What follows belongs to an exercise in optimizing a design on an open flow for small area, a short achievable clock period and few clock cycles; a production flow would make more cautious choices. In this exercise RTL edits were held to simulation tests only and were not proved equivalent to the original. Power is estimated from default activity; no workload was simulated.

## v39
// transpose_pingpong
module transpose_pingpong #(
  parameter  int VALUE_WIDTH     = 17,
  parameter  int N               = 8,
  localparam int AXIS_DATA_WIDTH = 8 * ((VALUE_WIDTH - 1) / 8 + 1)
) (
  input  logic                       i_clk,
  input  logic                       i_aresetn,
  input  logic                       i_axis_TVALID,
  output logic                       o_axis_TREADY,
  input  logic [AXIS_DATA_WIDTH-1:0] i_axis_TDATA,
  input  logic                       i_axis_TLAST,
  output logic                       o_axis_TVALID,
  input  logic                       i_axis_TREADY,
  output logic [AXIS_DATA_WIDTH-1:0] o_axis_TDATA,
  output logic                       o_axis_TLAST,
  output logic                       o_tlast_err
);
  localparam int VW    = VALUE_WIDTH;
  localparam int DEPTH = N * N;        
  localparam int AW    = $clog2(DEPTH);
  localparam int D1   = 7;
  localparam int D2   = 14;
  localparam int D3   = 28;
  localparam int TAIL = DEPTH - 3 - D1 - D2 - D3;    
  logic pad_unused;
  assign pad_unused = ^i_axis_TDATA;
  logic [AW-1:0] c1, c2;
  logic          fpar;        
  logic          fp1, fp2;    
  assign c2  = c1 + 1'b1;
  assign fp2 = fp1 ^ (&c1);
  logic          s1, s2, s3;  
  logic [AW-1:0] q1, q2, q3;
  assign q1 = c1 - AW'(1);
  assign q2 = c1 - AW'(D1 + 2);
  assign q3 = c1 - AW'(D1 + D2 + 3);
  always_ff @(posedge i_clk) begin
    s1 <= q1[3] & ~q1[0];
    s2 <= q2[4] & ~q2[1];
    s3 <= q3[5] & ~q3[2];
  end
  logic [VW-1:0] ring_in;
  logic [VW-1:0] p0, p1, p2;
  logic [VW-1:0] b1 [D1];
  logic [VW-1:0] b2 [D2];
  logic [VW-1:0] b3 [D3];
  logic [VW-1:0] tl [TAIL];
  logic [VW-1:0] y1, y2, y3;
  logic [VW-1:0] ring_out;    
  logic [VW-1:0] ring_next;   
  assign y1 = s1 ? p0 : b1[D1-1];
  assign y2 = s2 ? p1 : b2[D2-1];
  assign y3 = s3 ? p2 : b3[D3-1];
  assign ring_out  = tl[TAIL-1];
  assign ring_next = tl[TAIL-2];
  always_ff @(posedge i_clk) begin
    p0    <= ring_in;
    b1[0] <= s1 ? b1[D1-1] : p0;
    for (int i = 1; i < D1; i++) b1[i] <= b1[i-1];
    p1    <= y1;
    b2[0] <= s2 ? b2[D2-1] : p1;
    for (int i = 1; i < D2; i++) b2[i] <= b2[i-1];
    p2    <= y2;
    b3[0] <= s3 ? b3[D3-1] : p2;
    for (int i = 1; i < D3; i++) b3[i] <= b3[i-1];
    tl[0] <= y3;
    for (int i = 1; i < TAIL; i++) tl[i] <= tl[i-1];
  end
  logic [AW-1:0] wp;          
  logic          wpar;        
  ...
Size in the first run: about 1,700 cells after synthesis, about 1,100 flip-flops, about 57 I/O pins, roughly 26,000 µm² of cells after synthesis.
clock: 4.0 ns
lec_check: 0
abc_area: 1
abc_clock_period_in_ps: 2000
cap_margin: 20
core_margin: 2
core_utilization: 60
cts_buf_list: sky130_fd_sc_hd__clkbuf_16 sky130_fd_sc_hd__clkbuf_8
cts_cluster_diameter: 70
cts_cluster_size: 34
place_density: 0.75
setup_slack_margin: 2.0
slew_margin: 20
standard.sh (not shown) runs the stock make flow with config.mk's settings and CLKGATE_MAP_FILE= SYNTH_SCRIPT=/design/flow/synth_recipe.tcl, a recipe that flattens the netlist after the stock synthesis.
==> flow/flow/run.sh <==
#!/bin/bash
# The standard layout (standard.sh), with two changes to how it is made:
# the port buffers are plain buf_2 cells, and the resizer may change a cell's
# footprint while repairing (the platform otherwise restricts it to cells of
# the same footprint, which keeps slow delay cells on the ports).
set -euo pipefail
bash standard.sh MATCH_CELL_FOOTPRINT=0 "BUFFER_PORTS_ARGS=-buffer_cell sky130_fd_sc_hd__buf_2" finish > standard_flow.log 2>&1
Testbench counts of v39, summed over its fixed seeds: cycles 16,904.
[inputs] v16 vs v39
- a change of CORE_UTILIZATION from 60 to 66
- a deleted ABC_AREA that had been 1
- a change of PLACE_DENSITY from 0.75 to 0.8
### Flow results
v16 vs v39: total power down in v16
Share of synthesized area occupied by flip-flops and latches is lower on v39
v16 — part of the power in registers 1.5 points higher, v39 as reference
Compared with v39, v16 improves clock skew.
Taking v39 as the reference, in v16 xor-xnor portion of the synthesized cell area saw an increase, number of multi-input combinational cells dropped about 34%.
Compared with v39, in v16 detailed-route via count went down, synthesized area dropped about 0.6%.
On synthesized-area fraction occupied by adder cells, v16 and v39 are basically level.
Compared to v39, v16 has total length of routed met2 wires 7.0% higher.
Compared with v39, v16 shows a lower transition time at the pin with the least slew margin.
Setup changes, v16 to v41
- PLACE_DENSITY changed from 0.8 to 0.7
- CORE_UTILIZATION changed from 66 to 50
==> flow/flow/run.sh <==
#!/bin/bash
# The standard layout (standard.sh), with two changes to how it is made:
# the port buffers are plain buf_4 cells, and the resizer may change a cell's
# footprint while repairing (the platform otherwise restricts it to cells of
# the same footprint, which keeps slow delay cells on the ports).
set -euo pipefail
bash standard.sh MATCH_CELL_FOOTPRINT=0 "BUFFER_PORTS_ARGS=-buffer_cell sky130_fd_sc_hd__buf_4" finish > standard_flow.log 2>&1
### Flow results
Final cell count sits higher in v41 than in v16. Sort v41 and v16 by final hold slack, ascending, and v41 comes first. v41 ends up with a footprint of the multi-input gates that is 24 µm² higher than in v16. Per the comparison of v41 with v16, total area of sequential cells stayed essentially flat, area growth from synthesis to layout went up 1.9 points, first-pass GRT wire length -4700 µm. Compared to v16, the router laid down less metal wire for v41. Row depth of the most critical reg-to-reg path: v41 lower / v16 higher. Diff v41..v16 | non-clock buffer count | unchanged.
The inputs of v20 differ from those of v41 as listed below.
- CTS_CLUSTER_SIZE changed from 34 to 28
- PLACE_DENSITY changed from 0.7 to 0.75
- CORE_UTILIZATION changed from 50 to 60
- CTS_CLUSTER_DIAMETER changed from 70 to 60
## What came out
- When v20 is set beside v41, its area growth from synthesis to layout turns out to be 0.59 points larger.
- Compared with v41, in v20 final worst setup slack shows a reduction of 0.0034 ns; fmax shows no meaningful change; post-layout total power shows an increase of 640 µW; final cycle utilization of the critical path shows no meaningful change.
- Global-route usage (v20 over v41): increase, 3.0 points
- Post-layout minimum cycle time: v20 and v41 compared, higher one is v20
- Cmp v20 vs v41: slew at the pin closest to its max-slew limit lower in v20
- Relative to v41, the number of clock buffer instances in the layout of v20 is higher by 10.
- v20: full flow OK, the timing, design-rule and antenna checks passed
- As far as buffer count excluding the clock tree in the final layout is concerned, v20 and v41 perform about the same.
- Of v20 and v41, the higher worst slack on hold paths belongs to v41.

## separate check: timing with driven ports
In the flow no input, the clock included, has a driving cell. The finished layouts below were timed again as built, in two steps. Step 1 (the two cells are an assumption about what drives the block):
set clk [get_ports {i_clk}]
set_driving_cell -lib_cell sky130_fd_sc_hd__clkbuf_16 $clk
set_driving_cell -lib_cell sky130_fd_sc_hd__buf_2 [delete_from_list [all_inputs] $clk]
Step 2 also shifts input and output timing later by t, the mid clock arrival at the registers, as if the neighbouring blocks saw the same clock. Slacks: ideal ports / drivers / drivers and shift; pairs: ideal ports / drivers.
| run | shift t [ns] | setup WS [ns] | worst setup path after step 2 | worst register clock-pin slew, ns |
|---|---|---|---|---|
| v39 | 0.636 | 2.014 / 1.956 / 1.696 | input to register | 0.12 / 0.12 |
| v16 | 0.625 | 2.062 / 2.006 / 1.673 | input to register | 0.12 / 0.12 |
| v41 | 0.633 | 2.054 / 1.996 / 1.642 | input to register | 0.12 / 0.12 |
| v20 | 0.653 | 2.050 / 1.996 / 1.652 | input to register | 0.10 / 0.10 |
After both steps setup and hold are still met in every run listed. For v41, which loses most, drivers alone change the setup slack by -0.058 ns; drivers and shift together by -0.412 ns.
